Source: an optimization exercise on an open RTL-to-GDS flow (aim: small area). Production flows keep margins and buffers that such runs may drop. Only simulation tests tie the RTL to the original design; equivalence was not proved. Power is estimated from default activity; no workload was simulated.

==> flow/design.v (excerpt) <==
module pcie_cfg_top
#(
    parameter logic [31:0] CLEAR_INTERVAL = CLEAR_INTERVAL_DEFAULT
)
(
    input  logic        clk_pcie,
    input  logic        rst,
    input  logic        i_cmd_valid,
    input  logic [63:0] i_cmd_data,
    input  logic        i_rsp_full,
    input  logic        i_mgmt_done,
    input  logic [31:0] i_mgmt_do,
    input  logic [15:0] i_func_id,
    input  logic [15:0] i_link_status,
    output logic        o_cmd_ready,
    output logic        o_rsp_valid,
    output logic [31:0] o_rsp_data,
    output logic        o_mgmt_rd_en,
    output logic        o_mgmt_wr_en,
    output logic [31:0] o_mgmt_di,
    output logic [9:0]  o_mgmt_dwaddr,
    output logic [3:0]  o_mgmt_byte_en,
    output logic        o_mgmt_wr_readonly,
    output logic        o_mgmt_wr_rw1c,
    output logic [63:0] o_dsn
);
Size: about 1900 cells after synthesis, roughly 280 I/O pins, ~0.017 mm^2 of cells after synthesis.
clock: 5.0 ns
lec_check: 0
cap_margin: 20
core_area: 10 10 165 165
die_area: 0 0 175 175
place_density: 0.8
slew_margin: 20
synth_hierarchical: 1
buffer_ports_args: -buffer_cell sky130_fd_sc_hd__buf_1
cts_args: -sink_clustering_enable -repair_clock_nets -dont_use_dummy_load -buf_list {sky130_fd_sc_hd__clkbuf_4} -sink_clustering_size 11 -sink_clustering_max_diameter 32
standard.sh (not shown) runs the stock make flow with config.mk's settings and CLKGATE_MAP_FILE= SYNTH_SCRIPT=/design/flow/synth_recipe.tcl, a recipe that flattens the netlist after the stock synthesis.
==> flow/flow/run.sh <==
#!/bin/bash
# Standard layout, with the ports buffered by the smallest buffer and a lighter clock tree
set -o pipefail
cat >> config.mk <<'EOC'
export BUFFER_PORTS_ARGS = -buffer_cell sky130_fd_sc_hd__buf_1
export CTS_ARGS = -sink_clustering_enable -repair_clock_nets -dont_use_dummy_load -buf_list {sky130_fd_sc_hd__clkbuf_4} -sink_clustering_size 11 -sink_clustering_max_diameter 32
EOC
bash standard.sh > standard_run.log 2>&1
The first run went through all stages and came out clean.
Change:
--- a/flow/flow/run.sh
+++ b/flow/flow/run.sh
@@ -6 +6 @@
-export CTS_ARGS = -sink_clustering_enable -repair_clock_nets -dont_use_dummy_load -buf_list {sky130_fd_sc_hd__clkbuf_4} -sink_clustering_size 11 -sink_clustering_max_diameter 32
+export CTS_ARGS = -sink_clustering_enable -repair_clock_nets -dont_use_dummy_load -buf_list {sky130_fd_sc_hd__clkbuf_4} -sink_clustering_size 9 -sink_clustering_max_diameter 40
--- a/flow/config.mk
+++ b/flow/config.mk
@@ -15 +15 @@
-export CTS_ARGS = -sink_clustering_enable -repair_clock_nets -dont_use_dummy_load -buf_list {sky130_fd_sc_hd__clkbuf_4} -sink_clustering_size 11 -sink_clustering_max_diameter 32
+export CTS_ARGS = -sink_clustering_enable -repair_clock_nets -dont_use_dummy_load -buf_list {sky130_fd_sc_hd__clkbuf_4} -sink_clustering_size 9 -sink_clustering_max_diameter 40
- The new run finished with timing, DRC and antenna clean
- clock skew decreases by 0.0031 ns
- worst setup slack gets better by 0.011 ns
- synthesized cell count stays the same
- clock power decreases by about 5%

========
Another version of the RTL of pcie_cfg_top (not shown whole).
Size: about 280 I/O pins, about 0.017 mm² of cells after synthesis.
Settings: LEC_CHECK=0, CAP_MARGIN=10, CORE_AREA=10 10 280 280, DIE_AREA=0 0 290 290, GPL_TIMING_DRIVEN=0, SLEW_MARGIN=10, SYNTH_HIERARCHICAL=1, REMOVE_ABC_BUFFERS=1, BUFFER_PORTS_ARGS=-buffer_cell sky130_fd_sc_hd__buf_1, CTS_ARGS=-sink_clustering_enable -repair_clock_nets -dont_use_dummy_load -buf_list {sky130_fd_sc_hd__clkbuf_8} -sink_clustering_size 16 -sink_clustering_max_diameter 60; clock period 5.0 ns.
==> flow/flow/run.sh <==
#!/bin/bash
# Standard layout, with the ports buffered by the smallest buffer and a lighter clock tree
set -o pipefail
cat >> config.mk <<'EOC'
export REMOVE_ABC_BUFFERS = 1
export BUFFER_PORTS_ARGS = -buffer_cell sky130_fd_sc_hd__buf_1
export CTS_ARGS = -sink_clustering_enable -repair_clock_nets -dont_use_dummy_load -buf_list {sky130_fd_sc_hd__clkbuf_8} -sink_clustering_size 16 -sink_clustering_max_diameter 60
EOC
bash standard.sh > standard_run.log 2>&1
Change:
--- a/flow/flow/run.sh
+++ b/flow/flow/run.sh
@@ -3,5 +3,4 @@
 set -o pipefail
 cat >> config.mk <<'EOC'
-export REMOVE_ABC_BUFFERS = 1
 export BUFFER_PORTS_ARGS = -buffer_cell sky130_fd_sc_hd__buf_1
 export CTS_ARGS = -sink_clustering_enable -repair_clock_nets -dont_use_dummy_load -buf_list {sky130_fd_sc_hd__clkbuf_8} -sink_clustering_size 16 -sink_clustering_max_diameter 60
CAP_MARGIN = 20   (was 10)
CORE_AREA = 10 10 180 180   (was 10 10 280 280)
DIE_AREA = 0 0 190 190   (was 0 0 290 290)
GPL_TIMING_DRIVEN = unset   (was 0)
PLACE_DENSITY = 0.7   (was unset)
REMOVE_ABC_BUFFERS = unset   (was 1)
SLEW_MARGIN = 20   (was 10)
Die area drops by 57%.
Cell count goes down by 17%.
Clock skew went down by 0.0057 ns.
Count of clock-buffer cells in the layout went down by 2.
Register-to-register slack improves by 0.50 ns.
Sequential share of layout area increases by 1.7 points.
Power goes down by 1.9%.
Sequential power is about the same.
Area after synthesis is unchanged.

-- port drivers added, routing unchanged --
In the flow no input, the clock included, has a driving cell. The finished layouts below were timed again as built, in two steps. Step 1 sets driving cells, clkbuf_16 on the clock port and buf_2 on the other inputs (assumed; they add their load-dependent delay and slew). Step 2, shift: input delay + t, output delay - t, t = (earliest + latest rising clock arrival at the registers) / 2. This alone moves slack from input paths to output paths. a / b / c = ideal ports / drivers / drivers and shift; a / b = the first two.
run | shift t [ns] | slack for setup (ns) | worst setup path at the end | latest minus earliest clock arrival (ns) | worst slew at a driven data input, ns
the first run of note 1 | 0.744 | 1.501 / 1.517 / 0.773 | input to register | 0.102 / 0.102 | 0.08
the second run of note 1 | 0.736 | 1.513 / 1.526 / 0.791 | input to register | 0.099 / 0.099 | 0.08
the first run of note 2 | 0.650 | 0.152 / 0.176 / -0.474 | input to register | 0.070 / 0.070 | 0.17
the second run of note 2 | 0.585 | 1.131 / 1.155 / 0.570 | input to register | 0.064 / 0.065 | 0.06
Met with ideal ports but missed after step 2: setup timing in the first run of note 2. The setup slack of the first run of note 1, which loses most, moves by +0.016 ns with the drivers and by -0.728 ns with both steps.
